From an optimization exercise on the open Yosys and OpenROAD flow, aimed at small area, a short achievable clock period and few clock cycles per item; shortcuts taken in it are not production practice. At most, simulation tests tie the RTL to the original design; equivalence was not proved. No functional check of the RTL was part of runs 1 and 2.

`flow/design.v`:
```
`timescale 1ns/100ps
module givens_cordic (
  input  logic        clk,
  input  logic        rst_n,
  input  logic [2:0]  ph,       
  input  logic [2:0]  ph_d,     
  input  logic        sgn,      
  input  logic [12:0] x0_i,
  input  logic [12:0] x1_i,
  input  logic [12:0] ys0_i,    
  input  logic [12:0] ys1_i,
  input  logic [12:0] yc0_i,
  input  logic [12:0] yc1_i,
  input  logic        yk0_i,
  input  logic        yk1_i,
  output logic [12:0] x0_o,     
  output logic [12:0] y0_o,
  output logic [12:0] x1_o,
  output logic [12:0] y1_o,
  output logic [12:0] x0_l,     
  output logic [12:0] y0_l,
  output logic [12:0] x1_l,
  output logic [12:0] y1_l
);
  logic signed [12:0] x0 [4];
  logic signed [12:0] y0 [4];
  logic signed [12:0] x1 [4];
  logic signed [12:0] y1 [4];
  assign x0[0] = x0_i;
  assign y0[0] = ys0_i;
  assign x1[0] = x1_i;
  assign y1[0] = ys1_i;
  logic s0;
  logic [2:0] ph0;
  assign ph0 = ph;
  logic [12:0] shx0_0, shy0_0, shx1_0, shy1_0;
  assign shy0_0 = (({13{ph0[0]}} & 13'(y0[0] >>> 0)) | ({13{ph0[1]}} & 13'(y0[0] >>> 3)) | ({13{ph0[2]}} & 13'(y0[0] >>> 6)));
  assign shx0_0 = (({13{ph0[0]}} & 13'(x0[0] >>> 0)) | ({13{ph0[1]}} & 13'(x0[0] >>> 3)) | ({13{ph0[2]}} & 13'(x0[0] >>> 6)));
  assign shy1_0 = (({13{ph0[0]}} & 13'(y1[0] >>> 0)) | ({13{ph0[1]}} & 13'(y1[0] >>> 3)) | ({13{ph0[2]}} & 13'(y1[0] >>> 6)));
  assign shx1_0 = (({13{ph0[0]}} & 13'(x1[0] >>> 0)) | ({13{ph0[1]}} & 13'(x1[0] >>> 3)) | ({13{ph0[2]}} & 13'(x1[0] >>> 6)));
  assign s0 = ph0[0] ? sgn : y0[0][12];       
  add3 u_x0_0 (.a(x0[0]), .b(shy0_0 ^ {13{s0}}), .c(yc0_i ^ {13{s0}}), .ci1(s0), .ci2(yk0_i ^ s0), .s(x0[1]));
  add3 u_y0_0 (.a(y0[0]), .b(shx0_0 ^ {13{~s0}}), .c(yc0_i), .ci1(~s0), .ci2(yk0_i), .s(y0[1]));
  add3 u_x1_0 (.a(x1[0]), .b(shy1_0 ^ {13{s0}}), .c(yc1_i ^ {13{s0}}), .ci1(s0), .ci2(yk1_i ^ s0), .s(x1[1]));
  add3 u_y1_0 (.a(y1[0]), .b(shx1_0 ^ {13{~s0}}), .c(yc1_i), .ci1(~s0), .ci2(yk1_i), .s(y1[1]));
  logic s1;
  logic [2:0] ph1;
  logic [2:0] phn1;
  phase_reg_n #(.P(3)) u_ph1 (.clk(clk), .rst_n(rst_n), .d_n(~ph_d), .q_n(phn1));
  assign ph1 = ~phn1;
  logic [12:0] shx0_1, shy0_1, shx1_1, shy1_1;
  assign shy0_1 = (({13{ph1[0]}} & 13'(y0[1] >>> 1)) | ({13{ph1[1]}} & 13'(y0[1] >>> 4)) | ({13{ph1[2]}} & 13'(y0[1] >>> 7)));
  assign shx0_1 = (({13{ph1[0]}} & 13'(x0[1] >>> 1)) | ({13{ph1[1]}} & 13'(x0[1] >>> 4)) | ({13{ph1[2]}} & 13'(x0[1] >>> 7)));
  assign shy1_1 = (({13{ph1[0]}} & 13'(y1[1] >>> 1)) | ({13{ph1[1]}} & 13'(y1[1] >>> 4)) | ({13{ph1[2]}} & 13'(y1[1] >>> 7)));
  assign shx1_1 = (({13{ph1[0]}} & 13'(x1[1] >>> 1)) | ({13{ph1[1]}} & 13'(x1[1] >>> 4)) | ({13{ph1[2]}} & 13'(x1[1] >>> 7)));
  assign s1 = y0[1][12];                    
  addsub u_x0_1 (.a(x0[1]), .b(shy0_1), .sub(s1),  .s(x0[2]));
  addsub u_y0_1 (.a(y0[1]), .b(shx0_1), .sub(~s1), .s(y0[2]));
  addsub u_x1_1 (.a(x1[1]), .b(shy1_1), .sub(s1),  .s(x1[2]));
  addsub u_y1_1 (.a(y1[1]), .b(shx1_1), .sub(~s1), .s(y1[2]));
  logic s2;
  logic [2:0] ph2;
  assign ph2 = ph;
  logic [12:0] shx0_2, shy0_2, shx1_2, shy1_2;
  assign shy0_2 = (({13{ph2[0]}} & 13'(y0[2] >>> 2)) | ({13{ph2[1]}} & 13'(y0[2] >>> 5)));
  assign shx0_2 = (({13{ph2[0]}} & 13'(x0[2] >>> 2)) | ({13{ph2[1]}} & 13'(x0[2] >>> 5)));
  assign shy1_2 = (({13{ph2[0]}} & 13'(y1[2] >>> 2)) | ({13{ph2[1]}} & 13'(y1[2] >>> 5)));
  assign shx1_2 = (({13{ph2[0]}} & 13'(x1[2] >>> 2)) | ({13{ph2[1]}} & 13'(x1[2] >>> 5)));
  assign s2 = y0[2][12];                    
  addsub u_x0_2 (.a(x0[2]), .b(shy0_2), .sub(s2),  .s(x0[3]));
  addsub u_y0_2 (.a(y0[2]), .b(shx0_2), .sub(~s2), .s(y0[3]));
  addsub u_x1_2 (.a(x1[2]), .b(shy1_2), .sub(s2),  .s(x1[3]));
  addsub u_y1_2 (.a(y1[2]), .b(shx1_2), .sub(~s2), .s(y1[3]));
  assign x0_o = x0[3];
  assign y0_o = y0[3];
  assign x1_o = x1[3];
  assign y1_o = y1[3];
  assign x0_l = x0[2];
  assign y0_l = y0[2];
  assign x1_l = x1[2];
  assign y1_l = y1[2];
endmodule
module addsub (
  input  logic [12:0] a,
  input  logic [12:0] b,
  input  logic        sub,
  output logic [12:0] s
);
  assign s = a + (b ^ {13{sub}}) + {12'd0, sub};
endmodule
module add3 (
  input  logic [12:0] a,
  input  logic [12:0] b,
  input  logic [12:0] c,
  input  logic        ci1,
  input  logic        ci2,
  output logic [12:0] s
);
  logic [12:0] sw, cw;
  assign sw = a ^ b ^ c;
  assign cw = {(a[11:0] & b[11:0]) | (a[11:0] & c[11:0]) | (b[11:0] & c[11:0]), ci1};
  assign s  = sw + cw + {12'd0, ci2};
endmodule
module gain_cs (
  input  logic [12:0] v,
  output logic [12:0] hi_s,
  output logic [12:0] hi_c,
  output logic        k
);
  logic [21:0] ve, ta, tb, tc, td, s1, k1, s2, k2;
  logic [9:0]  lo;
  assign ve = {{9{v[12]}}, v};
  assign ta = ve << 8;
  assign tb = ve << 6;
  assign tc = ~(ve << 3);
  assign td = ~ve;
  assign s1 = ta ^ tb ^ tc;
  assign k1 = {(ta[20:0] & tb[20:0]) | (ta[20:0] & tc[20:0]) | (tb[20:0] & tc[20:0]), 1'b1};
  assign s2 = s1 ^ k1 ^ td;
  assign k2 = {(s1[20:0] & k1[20:0]) | (s1[20:0] & td[20:0]) | (k1[20:0] & td[20:0]), 1'b1};
  assign lo   = {1'b0, s2[8:0]} + {1'b0, k2[8:0]};
  assign hi_s = s2[21:9];
  assign hi_c = k2[21:9];
  assign k    = lo[9];
endmodule
module gain (
  input  logic [12:0] v,
  output logic [12:0] g
);
  logic [21:0] ve, ta, tb, tc, td;
  logic [21:0] s1, k1, s2, k2, q;
  assign ve = {{9{v[12]}}, v};
  assign ta = ve << 8;
  assign tb = ve << 6;
  assign tc = ~(ve << 3);
  assign td = ~ve;
  assign s1 = ta ^ tb ^ tc;
  assign k1 = {(ta[20:0] & tb[20:0]) | (ta[20:0] & tc[20:0]) | (tb[20:0] & tc[20:0]), 1'b1};
  assign s2 = s1 ^ k1 ^ td;
  assign k2 = {(s1[20:0] & k1[20:0]) | (s1[20:0] & td[20:0]) | (k1[20:0] & td[20:0]), 1'b1};
  assign q  = s2 + k2;
  assign g  = q[21:9];
endmodule
module phase_reg_n #(
  parameter int P = 3
) (
  input  logic         clk,
  input  logic         rst_n,
  input  logic [P-1:0] d_n,
  output logic [P-1:0] q_n
);
  always_ff @(posedge clk or negedge rst_n) begin
    if (!rst_n) begin
      q_n <= '1;
    end else begin
      q_n <= d_n;
    end
  end
endmodule
`timescale 1ns/100ps
module qr_row_store (
  input  logic        clk,
  input  logic        rst_n,
  input  logic        clr,
  input  logic        push,
  input  logic        pop,
  input  logic [25:0] din,
  output logic [25:0] dout,     
  output logic        nonempty
);
  logic [19:0]  mem [4];
  logic [19:0]  rd;
  logic [1:0] wp;
  logic [1:0] rp;
  logic [2:0]  cnt;
  assign nonempty = (cnt != '0);
  assign rd       = mem[rp];
  assign dout     = {{3{rd[19]}}, rd[19:10], {3{rd[9]}}, rd[9:0]};
  always_ff @(posedge clk or negedge rst_n) begin
    if (!rst_n) begin
      wp  <= '0;
      rp  <= '0;
      cnt <= '0;
    end else if (clr) begin
      wp  <= '0;
      rp  <= '0;
      cnt <= '0;
    end else begin
      if (push) begin
        wp <= (wp == 2'd3) ? '0 : wp + 2'd1;
      end
      if (pop) begin
        rp <= (rp == 2'd3) ? '0 : rp + 2'd1;
      end
      if (push && !pop) begin
        cnt <= cnt + 1'b1;
      end else if (pop && !push) begin
        cnt <= cnt - 1'b1;
      end
    end
  end
  always_ff @(posedge clk) begin
    for (int i = 0; i < 4; i++) begin
      if (push && wp == 2'(i)) begin
        mem[i] <= {din[22:13], din[9:0]};
      end
    end
  end
endmodule
`timescale 1ns/100ps
module qr_sequencer (
  input  logic       clk,
  input  logic       rst_n,
  input  logic       valid,
  input  logic       fifo_ne,
  output logic       take7,      
  output logic       take_x,     
  output logic       run,        
  output logic [2:0] ph,         
  output logic [2:0] ph_d,       
  output logic       last,       
  output logic       load_x,     
  output logic       from_fifo,  
  output logic       push,       
  output logic       flush,      
  output logic       clr
);
  logic       busy;       
  logic [2:0] cnt;        
  logic [2:0] pairs;      
  logic       fin;        
  logic       free;       
  assign take7     = ~busy && valid && (cnt == 3'd0);
  assign take_x    = ~busy && valid && (cnt != 3'd0);
  assign run       = |ph;
  assign last      = ph[2];
  assign free      = ~run || last;
  assign from_fifo = free && fifo_ne;
  assign load_x    = free && (fifo_ne || take_x) && ~(last && pairs == 3'd6);
  assign push      = take_x && ~(free && ~fifo_ne);
  assign clr       = fin;
  assign ph_d      = load_x ? 3'd1 : {ph[1:0], 1'b0};
  always_ff @(posedge clk or negedge rst_n) begin
    if (!rst_n) begin
      cnt   <= 3'd0;
      busy  <= 1'b0;
      ph    <= '0;
      pairs <= 3'd0;
      flush <= 1'b0;
      fin   <= 1'b0;
    end else begin
      if (take7 || take_x) begin
        cnt <= cnt + 3'd1;
      end
      if (take_x && cnt == 3'd7) begin
        busy <= 1'b1;
      end else if (fin) begin
        busy <= 1'b0;
      end
      ph <= ph_d;
      if (last) begin
        pairs <= (pairs == 3'd6) ? 3'd0 : pairs + 3'd1;
      end
      flush <= last && (pairs == 3'd6);
      fin   <= flush;
    end
  end
endmodule
`timescale 1ns/100ps
module qr_cordic_top (
  input  logic        clk,
  input  logic        rst_n,
  input  logic        valid,
  input  logic [25:0] in_row,      
  output logic        out_valid,
  output logic [25:0] out_row      
);
  logic        take7, take_x, run, last, load_x, from_fifo, push, flush, clr;
  logic        fifo_ne;
  logic [2:0]  ph, ph_d;
  logic [25:0] fifo_q;
  logic [25:0] x_new;
  logic [12:0] x0, x1;                    
  logic [12:0] ys0, ys1, yc0, yc1;        
  logic        yk0, yk1;
  logic        sgn;                       
  logic [12:0] x0_o, y0_o, x1_o, y1_o;
  logic [12:0] x0_l, y0_l, x1_l, y1_l;
  logic [12:0] gs0, gs1, gc0, gc1;
  logic        gk0, gk1;
  logic [25:0] out_q;                     
  qr_sequencer u_seq (
    .clk       (clk),
    .rst_n     (rst_n),
    .valid     (valid),
    .fifo_ne   (fifo_ne),
    .take7     (take7),
    .take_x    (take_x),
    .run       (run),
    .ph        (ph),
    .ph_d      (ph_d),
    .last      (last),
    .load_x    (load_x),
    .from_fifo (from_fifo),
    .push      (push),
    .flush     (flush),
    .clr       (clr)
  );
  qr_row_store u_store (
    .clk      (clk),
    .rst_n    (rst_n),
    .clr      (clr),
    .push     (push),
    .pop      (from_fifo),
    .din      (in_row),
    .dout     (fifo_q),
    .nonempty (fifo_ne)
  );
  givens_cordic u_givens (
    .clk   (clk),
    .rst_n (rst_n),
    .ph    (ph),
    .ph_d  (ph_d),
    .sgn   (sgn),
    .x0_i  (x0),  .x1_i  (x1),
    .ys0_i (ys0), .ys1_i (ys1),
    .yc0_i (yc0), .yc1_i (yc1),
    .yk0_i (yk0), .yk1_i (yk1),
    .x0_o  (x0_o), .y0_o (y0_o), .x1_o (x1_o), .y1_o (y1_o),
    .x0_l  (x0_l), .y0_l (y0_l), .x1_l (x1_l), .y1_l (y1_l)
  );
  gain_cs u_gx0 (.v(x0_l), .hi_s(gs0), .hi_c(gc0), .k(gk0));
  gain_cs u_gx1 (.v(x1_l), .hi_s(gs1), .hi_c(gc1), .k(gk1));
  assign x_new = from_fifo ? fifo_q : in_row;
  always_ff @(posedge clk) begin
    if (load_x) begin
      {x1, x0} <= x_new;
    end else if (last) begin
      {x1, x0} <= {x1_l, x0_l};
    end else if (run) begin
      {x1, x0} <= {x1_o, x0_o};
    end
    if (take7) begin
      {ys1, ys0} <= in_row;
      {yc1, yc0} <= '0;
      {yk1, yk0} <= 2'b00;
      sgn          <= in_row[12];
    end else if (last) begin
      {ys1, ys0} <= {gs1, gs0};
      {yc1, yc0} <= {gc1, gc0};
      {yk1, yk0} <= {gk1, gk0};
      sgn          <= x0_l[12];
    end else if (run) begin
      {ys1, ys0} <= {y1_o, y0_o};
      {yc1, yc0} <= '0;
      {yk1, yk0} <= 2'b00;
    end
  end
  always_ff @(posedge clk or negedge rst_n) begin
    if (!rst_n) begin
      out_valid <= 1'b0;
      out_q     <= '0;
    end else if (last) begin
      out_valid <= 1'b1;
      out_q     <= {y1_l, y0_l};
    end else if (flush) begin
      out_valid <= 1'b1;
      out_q     <= {x1, x0};
    end else begin
      out_valid <= 1'b0;
      out_q     <= '0;
    end
  end
  gain u_gy0 (.v(out_q[12:0]),  .g(out_row[12:0]));
  gain u_gy1 (.v(out_q[25:13]), .g(out_row[25:13]));
endmodule
```
`flow/run.sh`:
```
#!/bin/bash
# synth_recipe.tcl (not shown) runs the flow's synth.tcl, then flattens the netlist and writes it again
# the make line also repeats each setting of config.mk as NAME=value (left out here)
make -C /OpenROAD-flow-scripts/flow DESIGN_CONFIG=/design/flow/config.mk WORK_HOME=/design/flow/orfs CLKGATE_MAP_FILE= SYNTH_SCRIPT=/design/flow/synth_recipe.tcl finish
```
`flow/config.mk`:
```
export PLATFORM = sky130hd
export DESIGN_NAME = qr_cordic_top
export DESIGN_NICKNAME = qr_cordic_top
export VERILOG_FILES = /design/flow/design.v
export SDC_FILE = /design/flow/constraint.sdc
export NUM_CORES = 4
export LEC_CHECK = 0
export CAP_MARGIN = 20
export CORE_MARGIN = 2
export CORE_UTILIZATION = 30
export SLEW_MARGIN = 20
export SYNTH_HIERARCHICAL = 1
export SYNTH_MINIMUM_KEEP_SIZE = 10
```
`flow/constraint.sdc`:
```
create_clock -name core_clock -period 10.0 [get_ports {clk}]
set_input_delay 2.0000 -clock core_clock [delete_from_list [all_inputs] [get_ports {clk}]]
set_output_delay 2.0000 -clock core_clock [all_outputs]
set_load 0.01 [all_outputs]
```
==> impl_metrics.env, run 1 <==
export IMPL_status="no timing/DRC/antenna violations"
export IMPL_min_period_ns=8.70
export IMPL_post_cts_resize_count=0
export IMPL_dieArea_um2=89500
export IMPL_holdBufCountCts=0
export IMPL_cp_end_kind="flip-flop"
export IMPL_ys_ff_latch=210
export IMPL_cts_sinks=210
export IMPL_die_x_um=299
export IMPL_grt_max_degree=57
export IMPL_clock_path_buffers=3
export IMPL_start_util=0.302
export IMPL_ys_warn_count=20
export IMPL_crit_type="flip-flop to flip-flop"
export IMPL_tns_ns=0
export IMPL_cp_start_kind="flip-flop"
export IMPL_core_um2=86600
export IMPL_dp_hpwl_um=60100
export IMPL_via_per_inst=5.21
export IMPL_drt_total_wl_um=75900
export IMPL_ios=56
export IMPL_critPathSlowestCell="dfrtp_4"
export IMPL_grt_overflow=0
export IMPL_syn_area_per_cell_um2=9.50
export IMPL_critical_path_max_stage_delay_ns=0.79
export IMPL_syn_area_um2=26200
export IMPL_fmax_ghz=0.115
export IMPL_min_path_type="flip-flop to flip-flop"
export IMPL_hold_viol=0
export IMPL_io_buffers=55
export IMPL_drt_iter0_markers=1668
export IMPL_rsz0062_at_grt="no"
export IMPL_post_cts_buffers=0
export IMPL_syn_num_nets=3159
export IMPL_nets=3174
export IMPL_synth_edf_count=133
export IMPL_die_h_um=299
export IMPL_worstPathRequired_ns=10.30
export IMPL_first_global_vias=19972
export IMPL_yosysSeqAreaShare=0.221
export IMPL_cp_arrival_ns=9.00
export IMPL_cts_tree="done"
export IMPL_drive_gt1_frac=0.0865
export IMPL_fin_crit_sh=0.870
export IMPL_async_flop_share=0.233
export IMPL_num_antenna_cells=0
export IMPL_place_congestion=0.945
export IMPL_clock_root_buffer="clkbuf_16"
export IMPL_whs_ns=0.473
export IMPL_vias=20539
export IMPL_grt_pass1_wl_um=117000
export IMPL_synthCells=2752
export IMPL_setup_viol_count_final=0
export IMPL_worstSkewPairLatency_ns=0.58
export IMPL_rows=108
export IMPL_post_route_drc_count=0
export IMPL_grt_antenna_before_repair=0
export IMPL_grtUsageTotal=0.165
export IMPL_fin_skew_ns=0.0150
export IMPL_synth_ff_type="edfxtp_1"
export IMPL_numCtsBuffers=26
export IMPL_max_slew_margin=0.234
export IMPL_ant_nets=0
export IMPL_cap_violations=0
export IMPL_post_drt_wl_per_cell_um=19.3
export IMPL_cts_htree_levels=1
export IMPL_maxSlewViolCount=0
export IMPL_syn_to_final_growth_pct=10.0
export IMPL_synth_cell_types=91
export IMPL_cp_max_fo=49
export IMPL_clkTransAtPathRegs_ns=0.06
export IMPL_tightest_slew_ns=1.14
export IMPL_drt_pass1_iterations=8
==> flip-flops by register name (all words and copies together) (netlist names), 13 cells and up <==
register,flops
out_q,26
u_store.mem,80
x0,13
x1,13
yc0,13
yc1,13
ys0,13
ys1,13
==> modules after synthesis (local to each module, per instance) <==
module,copies in the design,flops+latches
qr_row_store,1,87
gain,2,0
qr_cordic_top,1,108
qr_sequencer,1,12
add3,4,0
givens_cordic,1,3
gain_cs,2,0
addsub,8,0
==> cells by family (layout without fill, tap and decap cells) <==
group,count (synthesis),in the layout,share of synthesized area
AND/OR/NAND/NOR,551,551,0.105
flip-flops,210,210,0.221
XOR/XNOR,368,368,0.125
AO/OA/AOI/OAI,698,698,0.198
adder cells (fa/ha/maj),378,378,0.220
multiplexers,154,154,0.0615
buffers and inverters,393,427,0.0685
==> Yosys cell counts (26+ instances only) <==
master    count  area share
a21oi_1     136       0.026
a222oi_1     56       0.021
a22o_1       82       0.027
buf_2        38      0.0073
clkbuf_1     37      0.0053
dfrtp_1      46       0.044
dfxtp_1      28       0.021
edfxtp_1    133        0.15
fa_1        137        0.10
ha_1        241        0.12
inv_1       267       0.038
mux2i_1     132       0.051
nand2_1     213       0.031
nand2b_1     41      0.0098
nand3_1      40      0.0077
nor2_1      103       0.015
o211ai_1     29      0.0083
o21ai_0      74       0.014
o21ai_1      76       0.015
o21bai_1     26      0.0075
o221ai_1     26      0.0087
xnor2_1     180       0.060
xor2_1      183       0.061
==> per-stage QoR <==
step                      instances  area [um2]  setup slack [ns]  utilization
final                          3941       28800              1.30        0.332
after global routing           3941       28800             0.657        0.332
after CTS                      3940       28800              1.34        0.332
after detailed placement       3893       27800              1.39        0.321
after global placement         3892       27800              1.40        0.321
after floorplan                2752       26200              1.37            -
==> per-layer routing <==
metal	vias to the layer above	track usage	routed length, um
met1	9911	0.234	35000
met3	107	0.0359	6150
met5	-	0	0
met4	0	0.0376	1800
met2	681	0.257	33000
li1	9840	-	-
==> critical path, delay by kind of cell, from the launching register on <==
family          cells  cell delay [ns]
compound gates     11             2.08
xor+xnor            5             1.58
simple gates        4             0.69
flops               1             0.79
fa+ha+maj           5             1.85
mux                 3             0.58
buf+inv             4             0.81
==> layout by cell type, fill, tap and decap left out, drive strengths merged, types with 18 or more instances in the layout <==
cell type,synthesis,final
clkdlybuf4s50,0,54
buf,85,56
nand4,18,18
o21bai,35,35
xnor2,180,180
a31oi,24,24
clkbuf,38,31
or2,23,23
o211ai,33,33
xor2,188,188
and2,25,25
nand3,40,40
nor2b,24,24
a22o,83,83
dfxtp,28,28
edfxtp,133,133
a21o,20,20
fa,137,137
inv,269,270
a222oi,56,56
mux2i,141,141
dfrtp,46,46
ha,241,241
o221ai,26,26
o21ai,152,152
nand2b,42,42
a21oi,144,144
nand2,213,213
nor2,106,106
==> worst paths after layout <==
| check | startpoint | end | slack [ns] | depth (start not counted) |
|---|---|---|---|---|
| max in group asynchronous | rst_n | u_seq.ph[2] | 7.83 | 2 |
| setup / recovery | u_seq.ph[0] | ys1[8] | 1.30 | 32 |
| min in group asynchronous | rst_n | u_seq.ph[0] | 1.60 | 2 |
| setup reg to reg | u_seq.ph[0] | ys1[8] | 1.30 | 32 |
| hold / removal | u_seq.flush | u_seq.fin | 0.47 | 0 |
| hold reg to reg | u_seq.flush | u_seq.fin | 0.47 | 0 |
==> layout make-up <==
class                           instances  area, um2
Inverter                              270       1010
Clock inverter                         16        233
Clock buffer                           31        679
Fill cell                            8890      57900
Timing Repair Buffer                  110        973
Sequential cell                       210       5790
Tap cell                             1155       1450
Multi-Input combinational cell       2149      18600
==> run 2: changes to the inputs <==
--- a/flow/design.v
+++ b/flow/design.v
@@ -6,4 +6,5 @@
   input  logic [2:0]  ph_d,     
   input  logic        sgn,      
+  input  logic        sgn_n,    
   input  logic [12:0] x0_i,
   input  logic [12:0] x1_i,
@@ -39,9 +40,9 @@
   assign shy1_0 = (({13{ph0[0]}} & 13'(y1[0] >>> 0)) | ({13{ph0[1]}} & 13'(y1[0] >>> 3)) | ({13{ph0[2]}} & 13'(y1[0] >>> 6)));
   assign shx1_0 = (({13{ph0[0]}} & 13'(x1[0] >>> 0)) | ({13{ph0[1]}} & 13'(x1[0] >>> 3)) | ({13{ph0[2]}} & 13'(x1[0] >>> 6)));
-  assign s0 = ph0[0] ? sgn : y0[0][12];       
+  assign s0 = sgn;                            
   add3 u_x0_0 (.a(x0[0]), .b(shy0_0 ^ {13{s0}}), .c(yc0_i ^ {13{s0}}), .ci1(s0), .ci2(yk0_i ^ s0), .s(x0[1]));
-  add3 u_y0_0 (.a(y0[0]), .b(shx0_0 ^ {13{~s0}}), .c(yc0_i), .ci1(~s0), .ci2(yk0_i), .s(y0[1]));
+  add3 u_y0_0 (.a(y0[0]), .b(shx0_0 ^ {13{sgn_n}}), .c(yc0_i), .ci1(sgn_n), .ci2(yk0_i), .s(y0[1]));
   add3 u_x1_0 (.a(x1[0]), .b(shy1_0 ^ {13{s0}}), .c(yc1_i ^ {13{s0}}), .ci1(s0), .ci2(yk1_i ^ s0), .s(x1[1]));
-  add3 u_y1_0 (.a(y1[0]), .b(shx1_0 ^ {13{~s0}}), .c(yc1_i), .ci1(~s0), .ci2(yk1_i), .s(y1[1]));
+  add3 u_y1_0 (.a(y1[0]), .b(shx1_0 ^ {13{sgn_n}}), .c(yc1_i), .ci1(sgn_n), .ci2(yk1_i), .s(y1[1]));
   logic s1;
   logic [2:0] ph1;
@@ -61,5 +62,5 @@
   logic s2;
   logic [2:0] ph2;
-  assign ph2 = ph;
+  phase_reg_nr #(.P(3)) u_ph2 (.clk(clk), .d(ph_d), .q(ph2));
   logic [12:0] shx0_2, shy0_2, shx1_2, shy1_2;
   assign shy0_2 = (({13{ph2[0]}} & 13'(y0[2] >>> 2)) | ({13{ph2[1]}} & 13'(y0[2] >>> 5)));
@@ -142,4 +143,15 @@
   assign g  = q[21:9];
 endmodule
+module phase_reg_nr #(
+  parameter int P = 3
+) (
+  input  logic         clk,
+  input  logic [P-1:0] d,
+  output logic [P-1:0] q
+);
+  always_ff @(posedge clk) begin
+    q <= d;
+  end
+endmodule
 module phase_reg_n #(
   parameter int P = 3
@@ -284,5 +296,5 @@
   logic [12:0] ys0, ys1, yc0, yc1;        
   logic        yk0, yk1;
-  logic        sgn;                       
+  logic        sgn, sgn_n;                
   logic [12:0] x0_o, y0_o, x1_o, y1_o;
   logic [12:0] x0_l, y0_l, x1_l, y1_l;
@@ -323,4 +335,5 @@
     .ph_d  (ph_d),
     .sgn   (sgn),
+    .sgn_n (sgn_n),
     .x0_i  (x0),  .x1_i  (x1),
     .ys0_i (ys0), .ys1_i (ys1),
@@ -345,10 +358,8 @@
       {yc1, yc0} <= '0;
       {yk1, yk0} <= 2'b00;
-      sgn          <= in_row[12];
     end else if (last) begin
       {ys1, ys0} <= {gs1, gs0};
       {yc1, yc0} <= {gc1, gc0};
       {yk1, yk0} <= {gk1, gk0};
-      sgn          <= x0_l[12];
     end else if (run) begin
       {ys1, ys0} <= {y1_o, y0_o};
@@ -357,4 +368,16 @@
     end
   end
+  always_ff @(posedge clk) begin
+    if (take7) begin
+      sgn   <= in_row[12];
+      sgn_n <= ~in_row[12];
+    end else if (last) begin
+      sgn   <= x0_l[12];
+      sgn_n <= ~x0_l[12];
+    end else if (run) begin
+      sgn   <= y0_o[12];
+      sgn_n <= ~y0_o[12];
+    end
+  end
   always_ff @(posedge clk or negedge rst_n) begin
     if (!rst_n) begin
==> run 2 against run 1 <==
Clock skew up 0.0082 ns. Count of clock-buffer cells in the layout grew 1. Flip-flop and latch count up 3. Cell area shrank 0.48%. Sequential share of layout area is 0.32 points higher. First-iteration DRC count up 4.6%. Maximum frequency up 1.6%. Non-clock buffer count shrank 5. Cell count shrank 0.23%. Wire length down 1.2%. Critical path type unchanged.
==> impl_metrics.env, run 2 <==
export IMPL_status="no timing/DRC/antenna violations"
export IMPL_reg2reg_to="ys1[11]"
export IMPL_cp_top_family="compound AO/OA/AOI/OAI gates"
export IMPL_max_slew_margin=0.274
export IMPL_num_antenna_cells=0
export IMPL_fmax_ghz=0.117
export IMPL_synth_xor_area_share=0.127
export IMPL_top_regs="u_store.mem x80, out_q x26"
export IMPL_yosysSeqAreaShare=0.225
export IMPL_ys_warn_count=21
export IMPL_fin_util=0.332
export IMPL_worstSkewPairLatency_ns=0.59
export IMPL_clock_root_buffer="clkbuf_16"
export IMPL_synth_ff_type="edfxtp_1"
export IMPL_dieArea_um2=89200
export IMPL_layout_setup_ws_ns=1.44
export IMPL_synth_area_mux_share=0.0596
export IMPL_rsz0062_at_grt="no"
export IMPL_synth_top_family_by_area="adder cells"
export IMPL_via_per_inst=5.19
export IMPL_die_x_um=299
export IMPL_maxSlewViolCount=0
export IMPL_cp_start_kind="flip-flop"
export IMPL_die_h_um=299
export IMPL_place_congestion=0.909
export IMPL_synth_area_leaders="edfxtp_1 (15%), ha_1 (12%), fa_1 (11%)"
export IMPL_start_util=0.302
export IMPL_crit_type="flip-flop to flip-flop"
export IMPL_fin_crit_sh=0.856
export IMPL_min_path_type="flip-flop to flip-flop"
export IMPL_grtUsageTotal=0.164
export IMPL_ff2ff_path_depth=33
export IMPL_cp_max_fo=50
export IMPL_numCtsBuffers=26
export IMPL_ant_nets=0
export IMPL_syn_num_nets=3152
export IMPL_synth_common_cells="inv_1 (264), ha_1 (241), nand2_1 (210)"
export IMPL_drt_pass1_iterations=11
export IMPL_cp_arrival_ns=8.86
export IMPL_startpoint="u_seq.ph[2]"
export IMPL_pre_cts_ws_ns=1.54
export IMPL_grt_overflow=0
export IMPL_cts_sinks=213
export IMPL_post_drt_wl_per_cell_um=19.1
export IMPL_cts_htree_levels=1
export IMPL_min_period_ns=8.56
export IMPL_worstPathRequired_ns=10.30
export IMPL_synth_cell_types=86
export IMPL_rows=108
export IMPL_final_common_cell="inv_1"
export IMPL_final_cell_mix="inv_1 (264), ha_1 (241), nand2_1 (210)"
export IMPL_rrSetupSlack_ns=1.44
export IMPL_drt_total_wl_um=75000
export IMPL_critPathSlowestCell="dfrtp_4"
export IMPL_first_global_vias=19846
export IMPL_async_flop_share=0.230
export IMPL_syn_area_per_cell_um2=9.49
export IMPL_io_buffers=55
export IMPL_grt_max_degree=55
export IMPL_syn_to_final_growth_pct=9.89
export IMPL_critical_path_max_stage_delay_ns=0.82
export IMPL_regMostFlops="u_store.mem"
export IMPL_synth_top_cell_area_share=0.154
export IMPL_fin_skew_ns=0.0232
export IMPL_ios=56
export IMPL_synth_top_area_cell="edfxtp_1"
export IMPL_clock_path_buffers=3
export IMPL_reg2reg_from="u_seq.ph[2]"
export IMPL_cts_tree="done"
export IMPL_grt_pass1_wl_um=117000
export IMPL_grt_antenna_before_repair=0
export IMPL_tightest_slew_ns=1.09
export IMPL_drt_iter0_markers=1744
export IMPL_tns_ns=0
export IMPL_worst_path_buf_inv=4
export IMPL_clkTransAtPathRegs_ns=0.06
export IMPL_cp_endpoint="ys1[11]"
export IMPL_synth_compound_area_frac=0.199
export IMPL_synthAdderAreaFrac=0.221
export IMPL_nets=3164
export IMPL_drive_gt1_frac=0.0835
export IMPL_hold_viol=0
export IMPL_cp_end_kind="flip-flop"
export IMPL_setup_viol_count_final=0
export IMPL_synthCells=2745
export IMPL_yosys_area_share_simple=0.104
export IMPL_syn_area_um2=26100
export IMPL_largest_reg_flops=80
export IMPL_worstSetupPathDepth=33
export IMPL_core_um2=86300
export IMPL_cap_violations=0
export IMPL_ys_ff_latch=213
export IMPL_post_route_drc_count=0
export IMPL_post_cts_buffers=0
export IMPL_post_cts_resize_count=0
export IMPL_yosysMostFrequentCell="inv_1"
export IMPL_crit_top_cell="xor2_1"
export IMPL_synth_edf_count=134
export IMPL_holdBufCountCts=0
export IMPL_dp_hpwl_um=59300
export IMPL_vias=20423
-- run 2: cell count changes in the layout (fill, tap and decap cells not counted), moves of 3 or more --
cell / change
a22oi_1: -8
o21a_1: +3
nand2_1: -3
bufinv_16: -5
o21ai_0: -6
clkinv_2: -3
buf_4: -3
clkinv_1: -4
a21oi_1: +11
clkinvlp_4: +3
xnor2_1: -6
xor2_1: +9
inv_1: -3
inv_4: +4
-- run 2: cell families after synthesis --
| logic type | after synthesis |
|---|---|
| AO/OA/AOI/OAI | 700 |
| XOR/XNOR | 371 |
| adder cells (fa/ha/maj) | 378 |
| buffers and inverters | 388 |
| flip-flops | 213 |
| multiplexers | 150 |
| AND/OR/NAND/NOR | 545 |
-- run 2: worst reg2reg max path, delay by kind of cell, from the launching register on --
family	cells	cell delay, ns
buffers and inverters	4	0.77
AO/OA/AOI/OAI	15	2.68
AND/OR/NAND/NOR	3	0.48
flip-flops	1	0.82
multiplexers	1	0.13
XOR/XNOR	5	1.66
adder cells (fa/ha/maj)	5	1.73
-- run 2: layer usage --
layer	part of all wire	GRT usage
met1	0.47	0.240
met3	0.063	0.0195
met5	0	0
met2	0.44	0.258
met4	0.023	0.0361
-- run 2: per-stage QoR --
step	hold WS [ns]	cell area [um2]	std cells
finish	0.417	28600	3932
global route	0.463	28600	3932
CTS	0.432	28600	3932
detailed placement	0.399	27800	3884
global placement	0.392	27800	3884
floorplan	0.360	26100	2745
-- run 2: cell type report --
cell class,instances,area (um2)
clock buffers,32,693
clock inverters,16,151
fillers,8749,57700
inverters,267,1000
multi-input cells,2144,18600
flip-flops and latches,213,5860
well taps,1155,1450
repair buffers,105,921
-- run 2: worst min path at each step --
| stage | start | to | slack, ns | depth (start not counted) |
|---|---|---|---|---|
| floorplan | u_seq.flush | u_seq.fin | 0.36 | 0 |
| global placement | u_seq.flush | u_seq.fin | 0.39 | 0 |
| detailed placement | u_seq.flush | u_seq.fin | 0.40 | 0 |
| CTS | u_seq.flush | u_seq.fin | 0.43 | 0 |
| global route | u_seq.flush | u_seq.fin | 0.46 | 0 |
| finish | u_seq.flush | u_seq.fin | 0.42 | 0 |
-- run 2: modules after synthesis, one instance, submodules excluded, a selection --
module	area, um2	cells
qr_sequencer	641	52
givens_cordic	2540	361
addsub	693	92
add3	920	104
qr_row_store	3500	206
gain	1740	219
qr_cordic_top	4870	360
==> run 3: changes to the inputs <==
--- a/flow/design.v
+++ b/flow/design.v
@@ -34,10 +34,13 @@
   logic s0;
   logic [2:0] ph0;
-  assign ph0 = ph;
+  logic [2:0] ph0_0;
+  phase_nr #(.P(3)) u_ph0_0 (.clk(clk), .rst_n(rst_n), .d(ph_d), .q(ph0_0));
+  logic [2:0] ph0_1;
+  phase_nr_n #(.P(3)) u_ph0_1 (.clk(clk), .rst_n(rst_n), .d(ph_d), .q(ph0_1));
   logic [12:0] shx0_0, shy0_0, shx1_0, shy1_0;
-  assign shy0_0 = (({13{ph0[0]}} & 13'(y0[0] >>> 0)) | ({13{ph0[1]}} & 13'(y0[0] >>> 3)) | ({13{ph0[2]}} & 13'(y0[0] >>> 6)));
-  assign shx0_0 = (({13{ph0[0]}} & 13'(x0[0] >>> 0)) | ({13{ph0[1]}} & 13'(x0[0] >>> 3)) | ({13{ph0[2]}} & 13'(x0[0] >>> 6)));
-  assign shy1_0 = (({13{ph0[0]}} & 13'(y1[0] >>> 0)) | ({13{ph0[1]}} & 13'(y1[0] >>> 3)) | ({13{ph0[2]}} & 13'(y1[0] >>> 6)));
-  assign shx1_0 = (({13{ph0[0]}} & 13'(x1[0] >>> 0)) | ({13{ph0[1]}} & 13'(x1[0] >>> 3)) | ({13{ph0[2]}} & 13'(x1[0] >>> 6)));
+  assign shy0_0 = (({13{ph0_0[0]}} & 13'(y0[0] >>> 0)) | ({13{ph0_0[1]}} & 13'(y0[0] >>> 3)) | ({13{ph0_0[2]}} & 13'(y0[0] >>> 6)));
+  assign shx0_0 = (({13{ph0_0[0]}} & 13'(x0[0] >>> 0)) | ({13{ph0_0[1]}} & 13'(x0[0] >>> 3)) | ({13{ph0_0[2]}} & 13'(x0[0] >>> 6)));
+  assign shy1_0 = (({13{ph0_1[0]}} & 13'(y1[0] >>> 0)) | ({13{ph0_1[1]}} & 13'(y1[0] >>> 3)) | ({13{ph0_1[2]}} & 13'(y1[0] >>> 6)));
+  assign shx1_0 = (({13{ph0_1[0]}} & 13'(x1[0] >>> 0)) | ({13{ph0_1[1]}} & 13'(x1[0] >>> 3)) | ({13{ph0_1[2]}} & 13'(x1[0] >>> 6)));
   assign s0 = sgn;                            
   add3 u_x0_0 (.a(x0[0]), .b(shy0_0 ^ {13{s0}}), .c(yc0_i ^ {13{s0}}), .ci1(s0), .ci2(yk0_i ^ s0), .s(x0[1]));
@@ -47,12 +50,13 @@
   logic s1;
   logic [2:0] ph1;
-  logic [2:0] phn1;
-  phase_reg_n #(.P(3)) u_ph1 (.clk(clk), .rst_n(rst_n), .d_n(~ph_d), .q_n(phn1));
-  assign ph1 = ~phn1;
+  logic [2:0] ph1_0;
+  phase_s_n #(.P(3)) u_ph1_0 (.clk(clk), .rst_n(rst_n), .d(ph_d), .q(ph1_0));
+  logic [2:0] ph1_1;
+  phase_r_n #(.P(3)) u_ph1_1 (.clk(clk), .rst_n(rst_n), .d(ph_d), .q(ph1_1));
   logic [12:0] shx0_1, shy0_1, shx1_1, shy1_1;
-  assign shy0_1 = (({13{ph1[0]}} & 13'(y0[1] >>> 1)) | ({13{ph1[1]}} & 13'(y0[1] >>> 4)) | ({13{ph1[2]}} & 13'(y0[1] >>> 7)));
-  assign shx0_1 = (({13{ph1[0]}} & 13'(x0[1] >>> 1)) | ({13{ph1[1]}} & 13'(x0[1] >>> 4)) | ({13{ph1[2]}} & 13'(x0[1] >>> 7)));
-  assign shy1_1 = (({13{ph1[0]}} & 13'(y1[1] >>> 1)) | ({13{ph1[1]}} & 13'(y1[1] >>> 4)) | ({13{ph1[2]}} & 13'(y1[1] >>> 7)));
-  assign shx1_1 = (({13{ph1[0]}} & 13'(x1[1] >>> 1)) | ({13{ph1[1]}} & 13'(x1[1] >>> 4)) | ({13{ph1[2]}} & 13'(x1[1] >>> 7)));
+  assign shy0_1 = (({13{ph1_0[0]}} & 13'(y0[1] >>> 1)) | ({13{ph1_0[1]}} & 13'(y0[1] >>> 4)) | ({13{ph1_0[2]}} & 13'(y0[1] >>> 7)));
+  assign shx0_1 = (({13{ph1_0[0]}} & 13'(x0[1] >>> 1)) | ({13{ph1_0[1]}} & 13'(x0[1] >>> 4)) | ({13{ph1_0[2]}} & 13'(x0[1] >>> 7)));
+  assign shy1_1 = (({13{ph1_1[0]}} & 13'(y1[1] >>> 1)) | ({13{ph1_1[1]}} & 13'(y1[1] >>> 4)) | ({13{ph1_1[2]}} & 13'(y1[1] >>> 7)));
+  assign shx1_1 = (({13{ph1_1[0]}} & 13'(x1[1] >>> 1)) | ({13{ph1_1[1]}} & 13'(x1[1] >>> 4)) | ({13{ph1_1[2]}} & 13'(x1[1] >>> 7)));
   assign s1 = y0[1][12];                    
   addsub u_x0_1 (.a(x0[1]), .b(shy0_1), .sub(s1),  .s(x0[2]));
@@ -62,10 +66,13 @@
   logic s2;
   logic [2:0] ph2;
-  phase_reg_nr #(.P(3)) u_ph2 (.clk(clk), .d(ph_d), .q(ph2));
+  logic [2:0] ph2_0;
+  phase_s #(.P(3)) u_ph2_0 (.clk(clk), .rst_n(rst_n), .d(ph_d), .q(ph2_0));
+  logic [2:0] ph2_1;
+  assign ph2_1 = ph;
   logic [12:0] shx0_2, shy0_2, shx1_2, shy1_2;
-  assign shy0_2 = (({13{ph2[0]}} & 13'(y0[2] >>> 2)) | ({13{ph2[1]}} & 13'(y0[2] >>> 5)));
-  assign shx0_2 = (({13{ph2[0]}} & 13'(x0[2] >>> 2)) | ({13{ph2[1]}} & 13'(x0[2] >>> 5)));
-  assign shy1_2 = (({13{ph2[0]}} & 13'(y1[2] >>> 2)) | ({13{ph2[1]}} & 13'(y1[2] >>> 5)));
-  assign shx1_2 = (({13{ph2[0]}} & 13'(x1[2] >>> 2)) | ({13{ph2[1]}} & 13'(x1[2] >>> 5)));
+  assign shy0_2 = (({13{ph2_0[0]}} & 13'(y0[2] >>> 2)) | ({13{ph2_0[1]}} & 13'(y0[2] >>> 5)));
+  assign shx0_2 = (({13{ph2_0[0]}} & 13'(x0[2] >>> 2)) | ({13{ph2_0[1]}} & 13'(x0[2] >>> 5)));
+  assign shy1_2 = (({13{ph2_1[0]}} & 13'(y1[2] >>> 2)) | ({13{ph2_1[1]}} & 13'(y1[2] >>> 5)));
+  assign shx1_2 = (({13{ph2_1[0]}} & 13'(x1[2] >>> 2)) | ({13{ph2_1[1]}} & 13'(x1[2] >>> 5)));
   assign s2 = y0[2][12];                    
   addsub u_x0_2 (.a(x0[2]), .b(shy0_2), .sub(s2),  .s(x0[3]));
@@ -143,28 +150,49 @@
   assign g  = q[21:9];
 endmodule
-module phase_reg_nr #(
-  parameter int P = 3
-) (
-  input  logic         clk,
-  input  logic [P-1:0] d,
-  output logic [P-1:0] q
-);
+module phase_nr #(parameter int P = 3) (
+  input  logic clk, input logic rst_n, input logic [P-1:0] d, output logic [P-1:0] q);
   always_ff @(posedge clk) begin
     q <= d;
   end
 endmodule
-module phase_reg_n #(
-  parameter int P = 3
-) (
-  input  logic         clk,
-  input  logic         rst_n,
-  input  logic [P-1:0] d_n,
-  output logic [P-1:0] q_n
-);
+module phase_nr_n #(parameter int P = 3) (
+  input  logic clk, input logic rst_n, input logic [P-1:0] d, output logic [P-1:0] q);
+  logic [P-1:0] qn;
+  always_ff @(posedge clk) begin
+    qn <= ~d;
+  end
+  assign q = ~qn;
+endmodule
+module phase_s_n #(parameter int P = 3) (
+  input  logic clk, input logic rst_n, input logic [P-1:0] d, output logic [P-1:0] q);
+  logic [P-1:0] qn;
+  always_ff @(posedge clk or negedge rst_n) begin
+    if (!rst_n) begin
+      qn <= '1;
+    end else begin
+      qn <= ~d;
+    end
+  end
+  assign q = ~qn;
+endmodule
+module phase_r_n #(parameter int P = 3) (
+  input  logic clk, input logic rst_n, input logic [P-1:0] d, output logic [P-1:0] q);
+  logic [P-1:0] qn;
+  always_ff @(posedge clk or negedge rst_n) begin
+    if (!rst_n) begin
+      qn <= '0;
+    end else begin
+      qn <= ~d;
+    end
+  end
+  assign q = ~qn;
+endmodule
+module phase_s #(parameter int P = 3) (
+  input  logic clk, input logic rst_n, input logic [P-1:0] d, output logic [P-1:0] q);
   always_ff @(posedge clk or negedge rst_n) begin
     if (!rst_n) begin
-      q_n <= '1;
+      q <= '1;
     end else begin
-      q_n <= d_n;
+      q <= d;
     end
   end
--- a/flow/config.mk
+++ b/flow/config.mk
@@ -9,5 +9,7 @@
 export CORE_MARGIN = 2
 export CORE_UTILIZATION = 30
+export SETUP_SLACK_MARGIN = 4
 export SLEW_MARGIN = 20
 export SYNTH_HIERARCHICAL = 1
 export SYNTH_MINIMUM_KEEP_SIZE = 10
+export TNS_END_PERCENT = 0
==> run 3 against run 2 <==
Cell area is 12% higher. Register-to-register slack better by 1.4 ns. Via count increased by 6.4%. Setup slack gained 1.4 ns. Highest routed layer unchanged.
==> impl_metrics.env, run 3 <==
export IMPL_grt_pass1_wl_um=122000
export IMPL_fmax_ghz=0.139
export IMPL_min_delay_start="u_seq.flush"
export IMPL_dieArea_um2=89900
export IMPL_final_common_cell="inv_1"
export IMPL_syn_area_per_cell_um2=9.53
export IMPL_via_per_inst=5.27
export IMPL_rows=108
export IMPL_reg2reg_from="u_givens.u_ph0_1.qn[1]"
export IMPL_clkTransAtPathRegs_ns=0.06
export IMPL_drt_pass1_iterations=7
export IMPL_stdcell_area_um2=32100
export IMPL_first_global_vias=20864
export IMPL_clock_path_buffers=3
export IMPL_grt_max_degree=55
export IMPL_cp_end_kind="flip-flop"
export IMPL_hold_viol=0
export IMPL_setup_viol_count_final=0
export IMPL_syn_num_nets=3163
export IMPL_io_buffers=55
export IMPL_core_um2=86800
export IMPL_clock_root_buffer="clkbuf_16"
export IMPL_cp_start_kind="flip-flop"
export IMPL_grt_antenna_before_repair=2
export IMPL_fillers=8674
export IMPL_placed_area_um2=28000
export IMPL_ios=56
export IMPL_fin_skew_ns=0.0228
export IMPL_status="no timing/DRC/antenna violations"
export IMPL_ys_warn_count=24
export IMPL_syn_area_um2=26300
export IMPL_drive_gt1_frac=0.216
export IMPL_holdBufCountCts=0
export IMPL_grt_overflow=0
export IMPL_critical_path_max_stage_delay_ns=0.44
export IMPL_cts_tree="done"
export IMPL_worstSkewPairLatency_ns=0.55
export IMPL_synthCells=2756
export IMPL_startpoint="u_givens.u_ph0_1.qn[1]"
export IMPL_max_slew_margin=0.279
export IMPL_worstPathRequired_ns=10.29
export IMPL_regMostFlops="u_store.mem"
export IMPL_drt_iter0_markers=1987
export IMPL_die_x_um=300
export IMPL_final_cell_mix="inv_1 (252), ha_1 (212), nand2_1 (201)"
export IMPL_numCtsBuffers=24
export IMPL_tns_ns=0
export IMPL_min_path_type="flip-flop to flip-flop"
export IMPL_rsz0062_at_grt="yes"
export IMPL_cap_violations=0
export IMPL_min_period_ns=7.18
export IMPL_crit_type="flip-flop to flip-flop"
export IMPL_syn_to_final_growth_pct=22.3
export IMPL_ant_nets=0
export IMPL_fin_util=0.370
export IMPL_grtUsageTotal=0.172
export IMPL_start_util=0.303
export IMPL_drt_total_wl_um=80900
export IMPL_largest_reg_flops=80
export IMPL_maxSlewViolCount=0
export IMPL_dp_hpwl_um=58500
export IMPL_place_congestion=0.910
export IMPL_vias=21729
export IMPL_nets=3353
export IMPL_cts_htree_levels=1
export IMPL_fin_crit_sh=0.718
export IMPL_die_h_um=300
export IMPL_post_drt_wl_per_cell_um=19.6
export IMPL_tightest_slew_ns=1.08
export IMPL_top_regs="u_store.mem x80, out_q x26"
export IMPL_post_route_drc_count=0
export IMPL_cp_max_fo=18
export IMPL_cts_sinks=222
export IMPL_critPathSlowestCell="a222oi_1"
export IMPL_cp_arrival_ns=7.47
==> run 3: changes by cell type in the layout (fill, tap and decap cells not counted), moves of 14 or more <==
cell / change
a21oi_1: -41
xor2_1: -29
ha_1: -29
ha_4: +17
xnor2_1: -15
buf_4: +146
a21oi_2: +27
a21oi_4: +14
xor2_2: +19
==> run 3: critical path: cells and delay by family, from the launching register on <==
kind | cells | cell delay [ns]
XOR/XNOR | 6 | 1.06
multiplexers | 2 | 0.34
AO/OA/AOI/OAI | 9 | 2.07
flip-flops | 1 | 0.39
buffers and inverters | 8 | 0.84
AND/OR/NAND/NOR | 4 | 0.47
adder cells (fa/ha/maj) | 5 | 1.75
==> run 3: per-stage QoR <==
stage               hold WS, ns  setup WS, ns  std cells
floorplan                 0.360          2.91       2756
global placement          0.429          1.54       3885
detailed placement        0.443          1.46       3885
CTS                       0.467          2.93       4059
global route              0.487          2.53       4120
finish                    0.460          2.82       4120
==> run 3: final timing paths <==
path	to	slack, ns	depth (start not counted)
setup / recovery	x1[7]	2.82	34
hold / removal	u_seq.fin	0.46	0
setup reg to reg	x1[7]	2.82	34
hold reg to reg	u_seq.fin	0.46	0
max in group asynchronous	u_seq.ph[2]	7.80	2
min in group asynchronous	u_seq.pairs[0]	1.59	2
==> run 3: layout make-up <==
class | count | area [um2] | area share
flip-flops and latches | 222 | 6090 | 0.190
inverters | 270 | 1050 | 0.0328
clock inverters | 16 | 216 | 0.00674
clock buffers | 28 | 626 | 0.0195
repair buffers | 276 | 2420 | 0.0755
repair inverters | 3 | 27.5 | 0.000857
well taps | 1155 | 1450 | 0.0450
diodes | 1 | 2.50 | 0.0000779
multi-input cells | 2149 | 20200 | 0.630
==> run 3: layer usage <==
metal  share of wire  wire [um]  track usage  up-vias
met4           0.025       2060       0.0533        0
met2            0.44      35700        0.260      811
met3           0.078       6300       0.0323      132
met5               0          0            0        -
li1                -          -            -    10192
met1            0.46      36800        0.247    10594
==> run 3: timing repair <==
item | 4_1_cts | 5_1_grt
gates cloned | 6 | 0
endpoints found under the setup margin | 119 | 107
pin swaps | 116 | 170
gates resized for setup | 185 | 160
setup buffers | 124 | 59
Testbench counts of run 3, summed over its fixed seeds: cycles 8,000, matrices 320.
==> run 4: changes to the inputs <==
--- a/flow/design.v
+++ b/flow/design.v
@@ -106,7 +106,9 @@
 );
   logic [12:0] sw, cw;
+  logic [13:0] t;
   assign sw = a ^ b ^ c;
   assign cw = {(a[11:0] & b[11:0]) | (a[11:0] & c[11:0]) | (b[11:0] & c[11:0]), ci1};
-  assign s  = sw + cw + {12'd0, ci2};
+  assign t  = {sw, 1'b1} + {cw, ci2};
+  assign s  = t[13:1];
 endmodule
 module gain_cs (
@@ -132,22 +134,4 @@
   assign k    = lo[9];
 endmodule
-module gain (
-  input  logic [12:0] v,
-  output logic [12:0] g
-);
-  logic [21:0] ve, ta, tb, tc, td;
-  logic [21:0] s1, k1, s2, k2, q;
-  assign ve = {{9{v[12]}}, v};
-  assign ta = ve << 8;
-  assign tb = ve << 6;
-  assign tc = ~(ve << 3);
-  assign td = ~ve;
-  assign s1 = ta ^ tb ^ tc;
-  assign k1 = {(ta[20:0] & tb[20:0]) | (ta[20:0] & tc[20:0]) | (tb[20:0] & tc[20:0]), 1'b1};
-  assign s2 = s1 ^ k1 ^ td;
-  assign k2 = {(s1[20:0] & k1[20:0]) | (s1[20:0] & td[20:0]) | (k1[20:0] & td[20:0]), 1'b1};
-  assign q  = s2 + k2;
-  assign g  = q[21:9];
-endmodule
 module phase_nr #(parameter int P = 3) (
   input  logic clk, input logic rst_n, input logic [P-1:0] d, output logic [P-1:0] q);
@@ -325,9 +309,16 @@
   logic        yk0, yk1;
   logic        sgn, sgn_n;                
+  logic        mid;
+  logic [25:0] ys_d, yc_d;
+  logic [1:0]  yk_d;
   logic [12:0] x0_o, y0_o, x1_o, y1_o;
   logic [12:0] x0_l, y0_l, x1_l, y1_l;
   logic [12:0] gs0, gs1, gc0, gc1;
   logic        gk0, gk1;
-  logic [25:0] out_q;                     
+  logic [25:0] out_s, out_c;              
+  logic [1:0]  out_k;
+  logic [13:0] out_t0, out_t1;
+  logic [12:0] os0, os1, oc0, oc1;
+  logic        ok0, ok1;
   qr_sequencer u_seq (
     .clk       (clk),
@@ -377,21 +368,17 @@
     if (load_x) begin
       {x1, x0} <= x_new;
-    end else if (last) begin
-      {x1, x0} <= {x1_l, x0_l};
-    end else if (run) begin
+    end else begin
       {x1, x0} <= {x1_o, x0_o};
     end
-    if (take7) begin
-      {ys1, ys0} <= in_row;
-      {yc1, yc0} <= '0;
-      {yk1, yk0} <= 2'b00;
-    end else if (last) begin
-      {ys1, ys0} <= {gs1, gs0};
-      {yc1, yc0} <= {gc1, gc0};
-      {yk1, yk0} <= {gk1, gk0};
-    end else if (run) begin
-      {ys1, ys0} <= {y1_o, y0_o};
-      {yc1, yc0} <= '0;
-      {yk1, yk0} <= 2'b00;
+  end
+  assign mid    = run && !last;
+  assign ys_d   = ({26{take7}} & in_row) | ({26{last}} & {gs1, gs0}) | ({26{mid}} & {y1_o, y0_o});
+  assign yc_d   = {26{last}} & {gc1, gc0};
+  assign yk_d   = {2{last}} & {gk1, gk0};
+  always_ff @(posedge clk) begin
+    if (take7 || run) begin
+      {ys1, ys0} <= ys_d;
+      {yc1, yc0} <= yc_d;
+      {yk1, yk0} <= yk_d;
     end
   end
@@ -408,20 +395,31 @@
     end
   end
+  gain_cs u_gy0 (.v(y0_l), .hi_s(os0), .hi_c(oc0), .k(ok0));
+  gain_cs u_gy1 (.v(y1_l), .hi_s(os1), .hi_c(oc1), .k(ok1));
   always_ff @(posedge clk or negedge rst_n) begin
     if (!rst_n) begin
       out_valid <= 1'b0;
-      out_q     <= '0;
+      out_s     <= '0;
+      out_c     <= '0;
+      out_k     <= 2'b00;
     end else if (last) begin
       out_valid <= 1'b1;
-      out_q     <= {y1_l, y0_l};
+      out_s     <= {os1, os0};
+      out_c     <= {oc1, oc0};
+      out_k     <= {ok1, ok0};
     end else if (flush) begin
       out_valid <= 1'b1;
-      out_q     <= {x1, x0};
+      out_s     <= {ys1, ys0};
+      out_c     <= {yc1, yc0};
+      out_k     <= {yk1, yk0};
     end else begin
       out_valid <= 1'b0;
-      out_q     <= '0;
+      out_s     <= '0;
+      out_c     <= '0;
+      out_k     <= 2'b00;
     end
   end
-  gain u_gy0 (.v(out_q[12:0]),  .g(out_row[12:0]));
-  gain u_gy1 (.v(out_q[25:13]), .g(out_row[25:13]));
+  assign out_t0         = {out_s[12:0], 1'b1}  + {out_c[12:0], out_k[0]};
+  assign out_t1         = {out_s[25:13], 1'b1} + {out_c[25:13], out_k[1]};
+  assign out_row        = {out_t1[13:1], out_t0[13:1]};
 endmodule
--- a/flow/config.mk
+++ b/flow/config.mk
@@ -7,4 +7,6 @@
 export LEC_CHECK = 0
 export CAP_MARGIN = 20
+export CELL_PAD_IN_SITES_DETAIL_PLACEMENT = 1
+export CELL_PAD_IN_SITES_GLOBAL_PLACEMENT = 1
 export CORE_MARGIN = 2
 export CORE_UTILIZATION = 30
==> run 4 against run 3 <==
Global-route usage increased by 3.0 points. Worst hold slack improved by 0.050 ns. Cell count fell by 0.32%. Flip-flop and latch count increased by 28. Synthesized cell count about the same. Die area increased by 0.26%. Non-clock buffer count fell by 21. Setup slack better by 0.037 ns. Critical endpoint is now ys1[11]. Largest cell class unchanged.
==> impl_metrics.env, run 4 <==
export IMPL_status="no timing/DRC/antenna violations"
export IMPL_start_util=0.303
export IMPL_vias=21855
export IMPL_fin_skew_ns=0.0388
export IMPL_drt_total_wl_um=93600
export IMPL_core_um2=86900
export IMPL_largest_reg_flops=80
export IMPL_final_cell_mix="inv_1 (246), ha_1 (188), nand2_1 (182)"
export IMPL_dieArea_um2=90200
export IMPL_cp_end_kind="flip-flop"
export IMPL_hold_viol=0
export IMPL_grt_antenna_before_repair=2
export IMPL_worst_path_buf_inv=5
export IMPL_holdBufCountCts=0
export IMPL_cp_max_fo=7
export IMPL_worstPathRequired_ns=10.31
export IMPL_cp_top_family="compound AO/OA/AOI/OAI gates"
export IMPL_crit_type="flip-flop to flip-flop"
export IMPL_placed_area_um2=28100
export IMPL_worstSkewPairLatency_ns=0.60
export IMPL_fillers=9686
export IMPL_top_regs="u_store.mem x80, out_c x26, out_s x26"
export IMPL_max_slew_margin=0.269
export IMPL_min_period_ns=7.15
export IMPL_syn_num_nets=3161
export IMPL_fmax_ghz=0.140
export IMPL_min_path_type="flip-flop to flip-flop"
export IMPL_cts_htree_levels=1
export IMPL_cp_start_kind="flip-flop"
export IMPL_clock_path_buffers=3
export IMPL_cap_violations=0
export IMPL_post_route_drc_count=0
export IMPL_clkTransAtPathRegs_ns=0.06
export IMPL_die_x_um=300
export IMPL_post_drt_wl_per_cell_um=22.8
export IMPL_numCtsBuffers=29
export IMPL_syn_to_final_growth_pct=23.4
export IMPL_fin_crit_sh=0.715
export IMPL_syn_area_per_cell_um2=9.55
export IMPL_rsz0062_at_grt="yes"
export IMPL_num_antenna_cells=0
export IMPL_grt_pass1_wl_um=142000
export IMPL_drt_pass1_iterations=7
export IMPL_cts_tree="done"
export IMPL_regMostFlops="u_store.mem"
export IMPL_first_global_vias=23382
export IMPL_critical_path_max_stage_delay_ns=0.49
export IMPL_nets=3332
export IMPL_stdcell_area_um2=32500
export IMPL_grtUsageTotal=0.203
export IMPL_ant_nets=0
export IMPL_tns_ns=0
export IMPL_grt_overflow=0
export IMPL_dp_hpwl_um=70100
export IMPL_cp_arrival_ns=7.45
export IMPL_setup_viol_count_final=0
export IMPL_die_h_um=300
export IMPL_ios=56
export IMPL_tightest_slew_ns=1.10
export IMPL_grt_max_degree=82
export IMPL_io_buffers=55
export IMPL_final_common_cell="inv_1"
export IMPL_drive_gt1_frac=0.214
export IMPL_synthCells=2758
export IMPL_syn_area_um2=26300
export IMPL_clock_root_buffer="clkbuf_16"
export IMPL_drt_iter0_markers=1419
export IMPL_place_congestion=0.904
export IMPL_ys_warn_count=24
export IMPL_cts_sinks=250
export IMPL_maxSlewViolCount=0
export IMPL_critPathSlowestCell="fa_1"
export IMPL_rows=108
export IMPL_via_per_inst=5.32
==> run 4: layout make-up <==
type | count | area [um2] | share of cell area
clock buffers | 32 | 767 | 0.0236
repair buffers | 255 | 2280 | 0.0703
flip-flops and latches | 250 | 6820 | 0.210
well taps | 1155 | 1450 | 0.0445
clock inverters | 22 | 280 | 0.00863
repair inverters | 4 | 31.3 | 0.000963
multi-input cells | 2126 | 19800 | 0.611
inverters | 263 | 1020 | 0.0313
==> run 4: path summary, 6_finish.rpt <==
kind	slack, ns	depth (start not counted)	from	to
worst max register to register	2.85	31	x0[6]	ys1[11]
worst min-delay path	0.51	1	u_seq.cnt[0]	u_seq.cnt[0]
max in group asynchronous	7.54	2	rst_n	u_seq.ph[2]
worst min register to register	0.51	1	u_seq.cnt[0]	u_seq.cnt[0]
min in group asynchronous	1.26	1	rst_n	u_store.wp[1]
worst max-delay path	2.85	31	x0[6]	ys1[11]
==> run 4: stage by stage <==
stage | worst slack (ns) | util | hold slack [ns] | std cells
floorplan | 2.85 | - | 0.380 | 2758
global placement | 1.89 | 0.324 | 0.495 | 3889
detailed placement | 1.68 | 0.324 | 0.506 | 3889
CTS | 2.99 | 0.364 | 0.520 | 4066
global route | 2.60 | 0.374 | 0.547 | 4107
finish | 2.85 | 0.374 | 0.510 | 4107
==> run 4: timing repair <==
| action | in CTS | in global routing |
|---|---|---|
| resized for setup | 283 | 96 |
| hold endpoints to repair | 0 | 0 |
| setup endpoints to repair | 136 | 136 |
| setup buffers | 117 | 40 |
| pin swaps | 108 | 113 |
| gates cloned | 6 | 1 |
==> run 4: routing by layer <==
metal / track usage / vias to the layer above / routed length [um]
li1: - / 10107 / -
met1: 0.291 / 11092 / 44700
met2: 0.326 / 523 / 42200
met3: 0.0202 / 133 / 3720
met4: 0.0498 / 0 / 2970
met5: 0 / - / 0
Testbench counts of run 4, summed over its fixed seeds: cycles 8,000, matrices 320.
==> run 5: changes to the inputs <==
--- a/flow/config.mk
+++ b/flow/config.mk
@@ -7,6 +7,4 @@
 export LEC_CHECK = 0
 export CAP_MARGIN = 20
-export CELL_PAD_IN_SITES_DETAIL_PLACEMENT = 1
-export CELL_PAD_IN_SITES_GLOBAL_PLACEMENT = 1
 export CORE_MARGIN = 2
 export CORE_UTILIZATION = 30
==> run 5 against run 4 <==
Critical endpoint is now sgn_n. Still clean on timing, DRC and antenna. Global-route usage decreased by 3.5 points. Non-clock buffer count shrank 25. Maximum frequency is 0.91% higher. Worst hold slack worse by 0.0026 ns. Register-to-register slack improved by 0.06 ns. Critical path depth grew 2. First-iteration DRC count up 43%. Synthesized cell count stayed put. Wire length down 17%. Critical path type unchanged. Via count down 2.8%. Highest routed layer unchanged. Synthesized area unchanged.
==> impl_metrics.env, run 5 <==
export IMPL_status="no timing/DRC/antenna violations"
export IMPL_fmax_ghz=0.141
export IMPL_holdBufCountCts=0
export IMPL_hold_depth=1
export IMPL_largest_reg_flops=80
export IMPL_worstSetupPathDepth=33
export IMPL_critical_path_max_stage_delay_ns=0.45
export IMPL_max_slew_margin=0.267
export IMPL_cts_htree_levels=1
export IMPL_post_drt_wl_per_cell_um=18.9
export IMPL_top_regs="u_store.mem x80, out_c x26, out_s x26"
export IMPL_cp_start_kind="flip-flop"
export IMPL_grt_pass1_wl_um=119000
export IMPL_place_congestion=0.924
export IMPL_cts_sinks=250
export IMPL_clock_root_buffer="clkbuf_16"
export IMPL_io_buffers=55
export IMPL_core_um2=86900
export IMPL_clkTransAtPathRegs_ns=0.07
export IMPL_min_delay_start="u_seq.cnt[0]"
export IMPL_grt_antenna_before_repair=0
export IMPL_start_util=0.303
export IMPL_nets=3303
export IMPL_ios=56
export IMPL_via_per_inst=5.21
export IMPL_final_common_cell="inv_1"
export IMPL_fin_crit_sh=0.708
export IMPL_die_h_um=300
export IMPL_drt_total_wl_um=77200
export IMPL_grt_overflow=0
export IMPL_placed_area_um2=28100
export IMPL_cp_max_fo=13
export IMPL_stdcell_area_um2=31500
export IMPL_regMostFlops="u_store.mem"
export IMPL_crit_type="flip-flop to flip-flop"
export IMPL_cp_top_family="compound AO/OA/AOI/OAI gates"
export IMPL_tns_ns=0
export IMPL_syn_to_final_growth_pct=19.6
export IMPL_drt_pass1_iterations=8
export IMPL_ff2ff_path_depth=33
export IMPL_min_period_ns=7.08
export IMPL_syn_area_per_cell_um2=9.55
export IMPL_startpoint="u_givens.u_ph0_0.q[1]"
-- run 5: timing repair --
action | in CTS | in global routing
setup endpoints to repair | 136 | 135
resized for setup | 178 | 71
pin swaps | 93 | 67
setup buffers | 95 | 38
cloned | 6 | 0
-- run 5: metrics by stage --
step                       util  cells  hold slack, ns  worst slack, ns
after detailed placement  0.324   3887           0.503             1.67
final                     0.363   4076           0.508             2.92
after global routing      0.363   4075           0.538             2.62
after global placement    0.324   3887           0.491             1.78
after CTS                 0.354   4036           0.517             3.03
after floorplan               -   2758           0.380             2.85
-- run 5: worst reg2reg max path: cells and delay by family (launching register included) --
kind	cells	cell delay (ns)
AND/OR/NAND/NOR	6	0.81
buffers and inverters	7	0.83
multiplexers	1	0.09
flip-flops	1	0.39
adder cells (fa/ha/maj)	4	1.57
XOR/XNOR	5	0.84
AO/OA/AOI/OAI	10	2.31
-- run 5: layout make-up --
type	instances	area [um2]	area share
diodes	1	2.50	0.0000794
clock buffers	27	664	0.0211
clock inverters	21	245	0.00778
inverters	263	1010	0.0321
multi-input cells	2126	19100	0.608
flip-flops and latches	250	6820	0.216
well taps	1155	1450	0.0459
repair buffers	230	2150	0.0683
repair inverters	3	23.8	0.000755
-- run 5: worst max path at each step --
stage / slack (ns) / end
after floorplan: 2.85 / sgn_n
after global placement: 1.78 / x1[8]
after detailed placement: 1.67 / x1[8]
after CTS: 3.03 / ys1[11]
after global routing: 2.62 / sgn_n
final: 2.92 / sgn_n
-- run 5: routing by layer --
| metal | GRT usage | up-vias | routed length (um) |
|---|---|---|---|
| li1 | - | 10079 | - |
| met4 | 0.0305 | 0 | 1550 |
| met1 | 0.260 | 10353 | 37600 |
| met5 | 0 | - | 0 |
| met3 | 0.0293 | 81 | 6120 |
| met2 | 0.240 | 722 | 31900 |

==> afterwards: timing with drivers on the ports <==
The flow's constraints put no driver on any port. The routed layouts listed below were extracted and timed again, unchanged, in two steps. Step 1 (the two cells are an assumption about what drives the block):
set clk [get_ports {clk}]
set_driving_cell -lib_cell sky130_fd_sc_hd__clkbuf_16 $clk
set_driving_cell -lib_cell sky130_fd_sc_hd__buf_2 [delete_from_list [all_inputs] $clk]
Step 2 also shifts input and output timing later by t, the mid clock arrival at the registers, as if the neighbouring blocks saw the same clock. a / b / c = ideal ports / drivers / drivers and shift; a / b = the first two.
run | t, ns | setup WS [ns] | worst setup path at the end | worst data-port slew with drivers (ns) | cell pins on the clock port's net
run 1 | 0.629 | 1.303 / 1.303 / 1.303 | register to register | 0.05 | 1
run 2 | 0.631 | 1.441 / 1.441 / 1.441 | register to register | 0.04 | 1
run 3 | 0.599 | 2.818 / 2.818 / 2.818 | register to register | 0.09 | 1
run 4 | 0.634 | 2.855 / 2.855 / 2.855 | register to register | 0.05 | 1
run 5 | 0.615 | 2.919 / 2.919 / 2.919 | register to register | 0.06 | 1
After both steps every run listed still meets setup and hold.
